What follows belongs to an exercise in optimizing a design on an open flow for small area and a short achievable clock period; a production flow would make more cautious choices. No run shown here included a check of the RTL's function; only the layout flow was run.

==> flow/design.v (outline; a module is shown in full before it is edited, if it fits) <==
// module mul_pipe: 2225 lines
// module mul_pipe_fa: 10 lines
// module mul_pipe_ha: 9 lines
// module mul_pipe_sel: 11 lines
// module mul_pipe_hold: 9 lines
module mul_pipe #(
    parameter int unsigned XLEN    = 32,
    parameter int unsigned LATENCY = 3,
    parameter int unsigned TAG_W   = 5
) (
    input  logic             clk,
    input  logic             rst_n,
    input  logic             in_valid,
    output logic             in_ready,
    input  logic [XLEN-1:0]  a,
    input  logic [XLEN-1:0]  b,
    input  logic [2:0]       mulop,
    input  logic [TAG_W-1:0] in_tag,
    input  logic             flush,
    output logic             out_valid,
    input  logic             out_ready,
    output logic [XLEN-1:0]  f,
    output logic [TAG_W-1:0] out_tag
);
  // ...
==> flow/flow/run.sh <==
#!/bin/bash
# The standard layout, with timing repair aimed further below the clock period and
# the smallest port buffers (repair sizes up the ones on critical paths).
set -euo pipefail
bash standard.sh SETUP_SLACK_MARGIN=6.22 "BUFFER_PORTS_ARGS=-buffer_cell sky130_fd_sc_hd__buf_1" "CTS_ARGS=-sink_clustering_enable -repair_clock_nets -sink_clustering_size 30 -sink_clustering_max_diameter 100 -dont_use_dummy_load" finish > standard.log 2>&1
==> flow/standard.sh <==
#!/bin/bash
# synth_recipe.tcl (not shown) runs the flow's synth.tcl, then flattens the netlist and writes it again
# the make line also repeats each setting of config.mk as NAME=value (left out here)
make -C /OpenROAD-flow-scripts/flow DESIGN_CONFIG=/design/flow/config.mk WORK_HOME=/design/flow/orfs CLKGATE_MAP_FILE= SYNTH_SCRIPT=/design/flow/synth_recipe.tcl "${@:-finish}"
==> flow/config.mk <==
export PLATFORM = sky130hd
export DESIGN_NAME = mul_pipe
export DESIGN_NICKNAME = mul_pipe
export VERILOG_FILES = /design/flow/design.v
export SDC_FILE = /design/flow/constraint.sdc
export NUM_CORES = 4
export LEC_CHECK = 0
export ABC_AREA = 1
export CAP_MARGIN = 20
export CORE_MARGIN = 2
export CORE_UTILIZATION = 40
export SETUP_SLACK_MARGIN = 5
export SLEW_MARGIN = 20
export SYNTH_HIERARCHICAL = 1
==> flow/constraint.sdc <==
create_clock -name core_clock -period 11.0 [get_ports {clk}]
set_input_delay 2.2000 -clock core_clock [delete_from_list [all_inputs] [get_ports {clk}]]
set_output_delay 2.2000 -clock core_clock [all_outputs]
set_load 0.01 [all_outputs]
==> summary.txt, run 1 <==
# TYPE chip_impl_metric gauge
chip_impl_metric{name="synth_area",unit="um^2"} 28800
chip_impl_metric{name="synthDominantCellAreaShare",unit="%"} 33.9
chip_impl_info{name="topRoutingLayerUsed",value="met4"} 1
chip_impl_metric{name="antennaDiodeCount",unit=""} 0
chip_impl_metric{name="critical_path.max_fanout",unit=""} 2
chip_impl_metric{name="syn-num-nets",unit=""} 3815
chip_impl_metric{name="report.final.hold_viol_count",unit=""} 0
chip_impl_metric{name="seq_area",unit="um^2"} 4390
chip_impl_info{name="status",value="no timing/DRC/antenna violations"} 1
chip_impl_metric{name="final_cell_count_no_fill",unit=""} 4008
chip_impl_metric{name="worst-path-stages",unit=""} 4
chip_impl_metric{name="grt_start_max_net_pins",unit=""} 66
chip_impl_metric{name="final-max-slew-violation-count",unit=""} 0
chip_impl_metric{name="synth-simple-area-share",unit="%"} 10.0
chip_impl_info{name="crit_path_start",value="out_ready"} 1
chip_impl_metric{name="ant_nets",unit=""} 0
chip_impl_metric{name="maxClockFrequency",unit="MHz"} 210
chip_impl_metric{name="setup_tns",unit="ns"} 0
chip_impl_info{name="layout_common_cells",value="559 x xor2_1, 556 x nand2_1, 512 x o22ai_1"} 1
chip_impl_metric{name="placedInstanceArea",unit="um^2"} 29800
chip_impl_metric{name="utilization_after_layout",unit="%"} 42.6
chip_impl_info{name="timing.hold.worst_endpoint",value="r2_tag[1]$_DFFE_PN_"} 1
chip_impl_metric{name="postCtsSetupBuffers",unit=""} 2
chip_impl_metric{name="vias",unit=""} 23640
chip_impl_info{name="cts_tree",value="built"} 1
==> inputs of run 2 (changes only) <==
--- a/flow/design.v
+++ b/flow/design.v
@@ -16,84 +16,74 @@
     input  logic             out_ready,
     output logic [XLEN-1:0]  f,
     output logic [TAG_W-1:0] out_tag
 );
     logic             w_stall;
     logic             w_acc;
     logic             r1_v, r2_v, r3_v;
     logic [31:0]      r1_a_n;
-    logic [15:0]      r1_neg, r1_one_n, r1_two_n;
+    logic [31:0]      r1_b;
     logic             r1_ea_n, r1_d16_n, r1_hi;
-    logic [15:0]      w_neg, w_one, w_two;
-    logic [32:0]      w_b;
     logic [TAG_W-1:0] r1_tag, r2_tag, r3_tag;
     logic [31:0]      r2_x, r2_y;
     logic [31:0]      r3_f;
     always_comb begin
         w_stall  = r3_v && !out_ready;
         in_ready = !w_stall && !flush;
         w_acc    = in_valid && in_ready;
     end
-    always_comb begin
-        w_b = {b, 1'b0};
-        for (int i = 0; i < 16; i++) begin
-            w_neg[i] = w_b[2*i+2];
-            w_one[i] = w_b[2*i+1] ^ w_b[2*i];
-            w_two[i] = (w_b[2*i+2] ^ w_b[2*i+1]) & ~(w_b[2*i+1] ^ w_b[2*i]);
-        end
-    end
-    wire bneg0 = r1_neg[0];
-    wire bonen0 = r1_one_n[0];
-    wire btwon0 = r1_two_n[0];
-    wire bneg1 = r1_neg[1];
-    wire bonen1 = r1_one_n[1];
-    wire btwon1 = r1_two_n[1];
-    wire bneg2 = r1_neg[2];
-    wire bonen2 = r1_one_n[2];
-    wire btwon2 = r1_two_n[2];
-    wire bneg3 = r1_neg[3];
-    wire bonen3 = r1_one_n[3];
-    wire btwon3 = r1_two_n[3];
-    wire bneg4 = r1_neg[4];
-    wire bonen4 = r1_one_n[4];
-    wire btwon4 = r1_two_n[4];
-    wire bneg5 = r1_neg[5];
-    wire bonen5 = r1_one_n[5];
-    wire btwon5 = r1_two_n[5];
-    wire bneg6 = r1_neg[6];
-    wire bonen6 = r1_one_n[6];
-    wire btwon6 = r1_two_n[6];
-    wire bneg7 = r1_neg[7];
-    wire bonen7 = r1_one_n[7];
-    wire btwon7 = r1_two_n[7];
-    wire bneg8 = r1_neg[8];
-    wire bonen8 = r1_one_n[8];
-    wire btwon8 = r1_two_n[8];
-    wire bneg9 = r1_neg[9];
-    wire bonen9 = r1_one_n[9];
-    wire btwon9 = r1_two_n[9];
-    wire bneg10 = r1_neg[10];
-    wire bonen10 = r1_one_n[10];
-    wire btwon10 = r1_two_n[10];
-    wire bneg11 = r1_neg[11];
-    wire bonen11 = r1_one_n[11];
-    wire btwon11 = r1_two_n[11];
-    wire bneg12 = r1_neg[12];
-    wire bonen12 = r1_one_n[12];
-    wire btwon12 = r1_two_n[12];
-    wire bneg13 = r1_neg[13];
-    wire bonen13 = r1_one_n[13];
-    wire btwon13 = r1_two_n[13];
-    wire bneg14 = r1_neg[14];
-    wire bonen14 = r1_one_n[14];
-    wire btwon14 = r1_two_n[14];
-    wire bneg15 = r1_neg[15];
-    wire bonen15 = r1_one_n[15];
-    wire btwon15 = r1_two_n[15];
+    wire bneg0 = r1_b[1];
+    wire bonen0 = ~(r1_b[0] ^ 1'b0);
+    wire btwon0 = ~((r1_b[1] ^ r1_b[0]) & (r1_b[0] ^~ 1'b0));
+    wire bneg1 = r1_b[3];
+    wire bonen1 = ~(r1_b[2] ^ r1_b[1]);
+    wire btwon1 = ~((r1_b[3] ^ r1_b[2]) & (r1_b[2] ^~ r1_b[1]));
+    wire bneg2 = r1_b[5];
+    wire bonen2 = ~(r1_b[4] ^ r1_b[3]);
+    wire btwon2 = ~((r1_b[5] ^ r1_b[4]) & (r1_b[4] ^~ r1_b[3]));
+    wire bneg3 = r1_b[7];
+    wire bonen3 = ~(r1_b[6] ^ r1_b[5]);
+    wire btwon3 = ~((r1_b[7] ^ r1_b[6]) & (r1_b[6] ^~ r1_b[5]));
+    wire bneg4 = r1_b[9];
+    wire bonen4 = ~(r1_b[8] ^ r1_b[7]);
+    wire btwon4 = ~((r1_b[9] ^ r1_b[8]) & (r1_b[8] ^~ r1_b[7]));
+    wire bneg5 = r1_b[11];
+    wire bonen5 = ~(r1_b[10] ^ r1_b[9]);
+    wire btwon5 = ~((r1_b[11] ^ r1_b[10]) & (r1_b[10] ^~ r1_b[9]));
+    wire bneg6 = r1_b[13];
+    wire bonen6 = ~(r1_b[12] ^ r1_b[11]);
+    wire btwon6 = ~((r1_b[13] ^ r1_b[12]) & (r1_b[12] ^~ r1_b[11]));
+    wire bneg7 = r1_b[15];
+    wire bonen7 = ~(r1_b[14] ^ r1_b[13]);
+    wire btwon7 = ~((r1_b[15] ^ r1_b[14]) & (r1_b[14] ^~ r1_b[13]));
+    wire bneg8 = r1_b[17];
+    wire bonen8 = ~(r1_b[16] ^ r1_b[15]);
+    wire btwon8 = ~((r1_b[17] ^ r1_b[16]) & (r1_b[16] ^~ r1_b[15]));
+    wire bneg9 = r1_b[19];
+    wire bonen9 = ~(r1_b[18] ^ r1_b[17]);
+    wire btwon9 = ~((r1_b[19] ^ r1_b[18]) & (r1_b[18] ^~ r1_b[17]));
+    wire bneg10 = r1_b[21];
+    wire bonen10 = ~(r1_b[20] ^ r1_b[19]);
+    wire btwon10 = ~((r1_b[21] ^ r1_b[20]) & (r1_b[20] ^~ r1_b[19]));
+    wire bneg11 = r1_b[23];
+    wire bonen11 = ~(r1_b[22] ^ r1_b[21]);
+    wire btwon11 = ~((r1_b[23] ^ r1_b[22]) & (r1_b[22] ^~ r1_b[21]));
+    wire bneg12 = r1_b[25];
+    wire bonen12 = ~(r1_b[24] ^ r1_b[23]);
+    wire btwon12 = ~((r1_b[25] ^ r1_b[24]) & (r1_b[24] ^~ r1_b[23]));
+    wire bneg13 = r1_b[27];
+    wire bonen13 = ~(r1_b[26] ^ r1_b[25]);
+    wire btwon13 = ~((r1_b[27] ^ r1_b[26]) & (r1_b[26] ^~ r1_b[25]));
+    wire bneg14 = r1_b[29];
+    wire bonen14 = ~(r1_b[28] ^ r1_b[27]);
+    wire btwon14 = ~((r1_b[29] ^ r1_b[28]) & (r1_b[28] ^~ r1_b[27]));
+    wire bneg15 = r1_b[31];
+    wire bonen15 = ~(r1_b[30] ^ r1_b[29]);
+    wire btwon15 = ~((r1_b[31] ^ r1_b[30]) & (r1_b[30] ^~ r1_b[29]));
     wire [33:0] pp0;
     assign pp0[0] = ~(bonen0 | r1_a_n[0]) ^ bneg0;
     assign pp0[1] = ~((bonen0 | r1_a_n[1]) & (btwon0 | r1_a_n[0])) ^ bneg0;
     assign pp0[2] = ~((bonen0 | r1_a_n[2]) & (btwon0 | r1_a_n[1])) ^ bneg0;
     assign pp0[3] = ~((bonen0 | r1_a_n[3]) & (btwon0 | r1_a_n[2])) ^ bneg0;
     assign pp0[4] = ~((bonen0 | r1_a_n[4]) & (btwon0 | r1_a_n[3])) ^ bneg0;
     assign pp0[5] = ~((bonen0 | r1_a_n[5]) & (btwon0 | r1_a_n[4])) ^ bneg0;
     assign pp0[6] = ~((bonen0 | r1_a_n[6]) & (btwon0 | r1_a_n[5])) ^ bneg0;
@@ -1966,25 +1956,18 @@
     assign w_sp[1] = mp24;
     assign w_sg[2] = mg25;
     assign w_sp[2] = mp25;
     assign w_sg[3] = mg26;
     assign w_sp[3] = mp26;
     assign w_sg[4] = cg31;
     assign w_sp[4] = cp31;
     localparam int NSEG = 5;
-    wire        w_sel_hi = !w_stall && r1_hi;
-    wire        w_sel_lo = !w_stall && !r1_hi;
-    wire [31:0] w_xd, w_yd;
-    for (genvar k = 0; k < 32; k++) begin : g_sel
-        mul_pipe_sel u_x (.hold(w_stall), .q(r2_x[k]), .sh(w_sel_hi), .dh(sx[32+k]),
-                          .sl(w_sel_lo), .dl(sx[k]), .d(w_xd[k]));
-        mul_pipe_sel u_y (.hold(w_stall), .q(r2_y[k]), .sh(w_sel_hi), .dh(sy[32+k]),
-                          .sl(w_sel_lo), .dl(sy[k]), .d(w_yd[k]));
-    end
+    wire [31:0] w_x  = r1_hi ? sx[63:32] : sx[31:0];
+    wire [31:0] w_y  = r1_hi ? sy[63:32] : sy[31:0];
     logic [NSEG-1:0] r2_sg, r2_sp;
     logic            r2_hi;
     logic w_cin;
     always_comb begin
         w_cin = 1'b0;
         for (int k = 0; k < NSEG; k++) w_cin = r2_sg[k] | (r2_sp[k] & w_cin);
         w_cin = w_cin & r2_hi;
     end
@@ -2187,43 +2170,30 @@
             if (r2_v) begin
                 r3_f   <= w_f;
                 r3_tag <= r2_tag;
             end
         end
     end
     always_ff @(posedge clk) begin
         if (!w_stall) begin
+            r1_a_n   <= ~a;
+            r1_b     <= b;
+            r1_ea_n  <= !(a[31] && (mulop != 3'd3));
+            r1_d16_n <= !(b[31] && !mulop[2] && mulop[1]);
             r1_hi  <= (mulop != 3'd0);
             r1_tag <= in_tag;
+            r2_x   <= w_x;
+            r2_y   <= w_y;
             r2_sg  <= w_sg;
             r2_sp  <= w_sp;
             r2_hi  <= r1_hi;
             r2_tag <= r1_tag;
         end
     end
-    wire [81:0] w_r1d, w_r1q;
-    assign w_r1q = {r1_a_n, r1_neg, r1_one_n, r1_two_n, r1_ea_n, r1_d16_n};
-    for (genvar k = 0; k < 82; k++) begin : g_r1
-        mul_pipe_hold u_h (.hold(w_stall), .take(!w_stall), .q(w_r1q[k]),
-                           .d((k >= 50) ? ~a[k-50] :
-                              (k >= 34) ? w_neg[k-34] :
-                              (k >= 18) ? ~w_one[k-18] :
-                              (k >= 2)  ? ~w_two[k-2] :
-                              (k == 1)  ? !(a[31] && (mulop != 3'd3)) :
-                                          !(b[31] && !mulop[2] && mulop[1])),
-                           .y(w_r1d[k]));
-    end
-    always_ff @(posedge clk) begin
-        {r1_a_n, r1_neg, r1_one_n, r1_two_n, r1_ea_n, r1_d16_n} <= w_r1d;
-    end
-    always_ff @(posedge clk) begin
-        r2_x <= w_xd;
-        r2_y <= w_yd;
-    end
     assign out_valid = r3_v;
     assign f         = r3_f;
     assign out_tag   = r3_tag;
 endmodule
 module mul_pipe_fa (
     input  logic x,
     input  logic y,
     input  logic z,
@@ -2237,28 +2207,8 @@
     input  logic x,
     input  logic y,
     output logic s,
     output logic c
 );
     assign s = x ^ y;
     assign c = x & y;
 endmodule
-module mul_pipe_sel (
-    input  logic hold,
-    input  logic q,
-    input  logic sh,
-    input  logic dh,
-    input  logic sl,
-    input  logic dl,
-    output logic d
-);
-    assign d = (hold & q) | (sh & dh) | (sl & dl);
-endmodule
-module mul_pipe_hold (
-    input  logic hold,
-    input  logic take,
-    input  logic q,
-    input  logic d,
-    output logic y
-);
-    assign y = (hold & q) | (take & d);
-endmodule
==> run 2 against run 1 <==
Synthesized cell count fell by 10%. Sequential share of layout area rose by 1.0 points. Global-route usage rose by 4.7 points. Utilization rose by 6.6 points. Critical path depth rose by 14. Area after synthesis fell by 1.4%. Flip-flop and latch count fell by 16.
==> summary.txt, run 2 <==
# TYPE chip_impl_metric gauge
chip_impl_metric{name="viasPerCell",unit=""} 6.49
chip_impl_info{name="grt_setup_unrepaired",value="yes"} 1
chip_impl_metric{name="dieArea",unit="um^2"} 73100
chip_impl_info{name="layout_common_cells",value="512 x xor2_1, 479 x o22ai_1, 369 x fa_1"} 1
chip_impl_metric{name="grt_use_total",unit="%"} 31.7
chip_impl_metric{name="crit_path_max_incr_delay",unit="ns"} 0.59
chip_impl_metric{name="maximum_root_to_sink_buffer_count",unit=""} 2
chip_impl_metric{name="yosys_register_bits",unit=""} 191
chip_impl_metric{name="wire_length_of_the_first_global_routing_pass",unit="mm"} 171
chip_impl_metric{name="yosysSeqAreaShare",unit="%"} 18.8
chip_impl_metric{name="drt_iter0_drc",unit=""} 3614
chip_impl_metric{name="finalCriticalPeriod",unit="ns"} 5.01
chip_impl_metric{name="post_cts_hold_fix_bufs",unit=""} 0
chip_impl_metric{name="globalRouteOverflowTotal",unit=""} 0
chip_impl_metric{name="drt_drc_violations_left",unit=""} 0
chip_impl_metric{name="detail_route.wl_per_cell",unit="um"} 30.9
chip_impl_metric{name="fraction_of_synthesized_cell_area_in_xor_and_xnor_cells",unit="%"} 16.7
chip_impl_info{name="cts_tree",value="built"} 1
chip_impl_metric{name="critical_path.max_fanout",unit=""} 5
chip_impl_metric{name="setup_violations",unit=""} 0
chip_impl_info{name="synth_top_area_cell",value="fa_1"} 1
chip_impl_metric{name="grt_start_max_net_pins",unit=""} 69
chip_impl_metric{name="placedInstanceArea",unit="um^2"} 29500
chip_impl_metric{name="ant_nets",unit=""} 0
chip_impl_metric{name="final_wl",unit="mm"} 121
chip_impl_metric{name="slew-limit-headroom",unit="%"} 29.3
chip_impl_metric{name="final.period_utilization",unit="%"} 45.5
chip_impl_metric{name="vias",unit=""} 25325
chip_impl_metric{name="die_w",unit="um"} 270
chip_impl_metric{name="die_h",unit="um"} 270
chip_impl_metric{name="detail_route.first_pass.iterations",unit=""} 7
chip_impl_metric{name="synthDominantCellAreaShare",unit="%"} 34.4
chip_impl_metric{name="place.detailed.hpwl",unit="mm"} 66.5
chip_impl_metric{name="antennaDiodeCount",unit=""} 0
chip_impl_metric{name="worstMarginPinSlew",unit="ns"} 1.06
chip_impl_metric{name="postSynthAreaPerCell",unit="um^2"} 9.97
chip_impl_info{name="crit_path_top_delay_cell",value="fa_2"} 1
chip_impl_metric{name="async_flop_share",unit="%"} 0
chip_impl_metric{name="timing.critical_path.arrival",unit="ns"} 5.21
chip_impl_metric{name="yosys.area_share.adder",unit="%"} 37.8
chip_impl_metric{name="h_tree_depth_reported_by_cts",unit=""} 4
chip_impl_metric{name="muxShareOfSynthArea",unit="%"} 0
chip_impl_info{name="synth-main-ff-cell",value="edfxtp_1"} 1
chip_impl_info{name="cell_with_the_most_instances_after_synthesis",value="xor2_1"} 1
chip_impl_metric{name="boundaryPins",unit=""} 116
chip_impl_info{name="hold_path_class",value="reg -> reg"} 1
chip_impl_metric{name="ys.warnings.count",unit=""} 7
chip_impl_metric{name="number_of_antenna_violations_at_the_first_check_in_global_routing",unit=""} 2
chip_impl_metric{name="gpl.final_weighted_congestion",unit=""} 0.931
chip_impl_info{name="leading_cell_type_in_the_layout_fill_and_taps_excluded",value="xor2_1"} 1
chip_impl_metric{name="synth-simple-area-share",unit="%"} 5.20
chip_impl_metric{name="setup_tns",unit="ns"} 0
chip_impl_metric{name="floorplan.core_area",unit="um^2"} 70100
chip_impl_info{name="crit_path_most_repeated_cell",value="fa_2"} 1
chip_impl_metric{name="final_nets",unit=""} 3605
chip_impl_info{name="crit_path_cell_trace",value="buf_12, buf_16, nor2_4, inv_2, nand2_4, buf_12, buf_16, buf_4, o22ai_4, xor2_2, fa_2, fa_2, fa_1, fa_2, fa_2, fa_2, nand2_1, o21ai_1"} 1
chip_impl_metric{name="vias_in_the_first_global_route",unit=""} 26132
chip_impl_metric{name="area.growth.synth_to_final",unit="%"} 21.4
chip_impl_metric{name="cts_sinks",unit=""} 191
chip_impl_info{name="critical_path.endpoint_type",value="flop"} 1
chip_impl_metric{name="post_route_cells_drive_above_1_share",unit="%"} 20.7
chip_impl_metric{name="report.final.hold_viol_count",unit=""} 0
chip_impl_metric{name="final-max-slew-violation-count",unit=""} 0
chip_impl_metric{name="synth-edff-count",unit=""} 151
chip_impl_info{name="cts_root_buf",value="clkbuf_16"} 1
chip_impl_metric{name="worst_setup_hold_path_clk_slew",unit="ns"} 0.07
chip_impl_metric{name="rows",unit=""} 97
chip_impl_metric{name="synth_area",unit="um^2"} 28400
chip_impl_metric{name="max_capacitance_violation_count",unit=""} 0
chip_impl_metric{name="fin_area",unit="um^2"} 34500
chip_impl_metric{name="synth_compound_area_share",unit="%"} 15.1
chip_impl_metric{name="final.hold.worst_slack",unit="ns"} 0.422
chip_impl_metric{name="cts_buffers",unit=""} 17
chip_impl_info{name="startpoint_type",value="flop"} 1
chip_impl_info{name="synth.cells.most_frequent",value="529 x xor2_1, 513 x o22ai_1, 488 x fa_1"} 1
chip_impl_metric{name="worst-endpoint-required",unit="ns"} 11.20
chip_impl_info{name="type_of_the_setup_path_with_the_least_slack",value="reg -> reg"} 1
chip_impl_info{name="ys_top_cells_by_area",value="fa_1 34%, xor2_1 16%, edfxtp_1 16%, o22ai_1 11%, nand2_1 3.5%"} 1
chip_impl_metric{name="syn-num-nets",unit=""} 3490
chip_impl_metric{name="timing.critical_path.buf_inv",unit=""} 6
chip_impl_info{name="status",value="no timing/DRC/antenna violations"} 1
chip_impl_metric{name="maxClockFrequency",unit="MHz"} 200
chip_impl_metric{name="post-place-ws",unit="ns"} 4.81
chip_impl_metric{name="synth.lib_cells_used.distinct",unit=""} 40
chip_impl_metric{name="clock_latency",unit="ns"} 0.51
chip_impl_metric{name="buffer_ports.inserted",unit=""} 115
chip_impl_metric{name="syn-instance-count",unit=""} 2848
chip_impl_metric{name="effective_utilization_at_floorplan",unit="%"} 40.5
chip_impl_info{name="combinational_family_with_the_most_area_after_synthesis",value="adder cells"} 1
chip_impl_metric{name="setup_slack",unit="ns"} 5.99
chip_impl_info{name="critical-path-top-delay-family",value="adder cells"} 1
chip_impl_metric{name="fin_skew",unit="ns"} 0.0382
-- run 2: cell types whose count changed after synthesis, moves of 30 or more --
cell      change
dfxtp_1     -146
edfxtp_1    +130
nand3_1      -65
nand2_1     -293
inv_1        +38
xor2_1       -30
o21ai_0      +33
-- run 2: cell type report --
cell class	count	area, um^2
Multi-Input combinational cell	2189	22500
Sequential cell	191	5340
Clock buffer	17	425
Fill cell	6259	35700
Timing Repair Buffer	410	4340
Inverter	154	637
Tap cell	940	1180
-- run 2: Yosys stat by module, one instance, submodules excluded --
| module | area [um^2] | times used |
|---|---|---|
| mul_pipe_ha | 12.5 | 39 |
| mul_pipe | 18500 | 1 |
| mul_pipe_fa | 20.0 | 471 |
-- run 2: path summary, 6_finish.rpt --
path / slack [ns] / depth (start not counted) / start / end
worst min-delay path: 0.42 / 0 / r1_tag[4]$_DFFE_PN_ / r2_tag[4]$_DFFE_PN_
worst max-delay path: 5.99 / 18 / r1_b[3]$_DFFE_PN_ / r2_y[3]$_DFFE_PN_
worst max register to register: 5.99 / 18 / r1_b[3]$_DFFE_PN_ / r2_y[3]$_DFFE_PN_
worst min register to register: 0.42 / 0 / r1_tag[4]$_DFFE_PN_ / r2_tag[4]$_DFFE_PN_
-- run 2: what timing repair did --
item | CTS | global route
cloned | 31 | 13
resized for setup | 311 | 177
pin swaps | 135 | 116
setup endpoints to repair | 74 | 61
buffers inserted | 102 | 67
-- run 2: worst register-to-register path, cell delays in order, from the launching register on --
cell      delay, ns
edfxtp_1       0.44
buf_12         0.17
buf_16         0.15
nor2_4         0.14
inv_2          0.06
nand2_4        0.13
buf_12         0.13
buf_16         0.12
buf_4          0.12
o22ai_4        0.07
xor2_2         0.19
fa_2           0.59
fa_2           0.44
fa_1           0.46
fa_2           0.36
fa_2           0.56
fa_2           0.43
nand2_1        0.08
o21ai_1        0.08
-- run 2: cells by family (layout without fill, tap and decap cells) --
family | Yosys count | count (layout)
buffers and inverters | 472 | 581
XOR/XNOR | 540 | 540
AND/OR/NAND/NOR | 375 | 378
flip-flops | 191 | 191
adder cells (fa/ha/maj) | 565 | 565
AO/OA/AOI/OAI | 705 | 706
-- run 2: per-layer routing --
metal	share of wire, %	track usage (%)	vias up
li1	-	-	9900
met1	34	38.4	12487
met2	42	45.7	2240
met3	15	13.5	696
met4	8.5	21.3	2
met5	0.032	0	-
-- run 2: metrics by stage --
stage               std cells  utilization (%)
floorplan                2848                -
global placement         3670             42.1
detailed placement       3671             42.1
CTS                      3821             46.9
global route             3901             49.1
finish                   3901             49.1

separate check: timing with driven ports:
Ports are ideal in the flow. The routed layouts listed here were re-timed in OpenROAD.
Step 1 (the two cells are an assumption about what drives the block):
set clk [get_ports {clk}]
set_driving_cell -lib_cell sky130_fd_sc_hd__clkbuf_16 $clk
set_driving_cell -lib_cell sky130_fd_sc_hd__buf_2 [delete_from_list [all_inputs] $clk]
Step 2 moves the port delays by t, midway between the first and last clock arrival at a register: inputs arrive t later, outputs are due t later. That takes back most of the time a late clock gives input paths.
a / b / c = ideal / step 1 / step 2; a / b = the first two.
run | shift t [ns] | slack for setup (ns) | worst setup path after step 2 | worst register clock-pin slew, ns | worst slew at a driven data input, ns
run 1 | 0.591 | 6.235 / 6.204 / 6.204 | input to output | 0.11 / 0.11 | 0.05
run 2 | 0.558 | 5.994 / 5.994 / 5.994 | register to register | 0.09 / 0.09 | 0.04
After both steps every run listed still meets setup and hold. The setup slack of run 1, which loses most, moves by -0.031 ns with the drivers and by -0.031 ns with both steps.
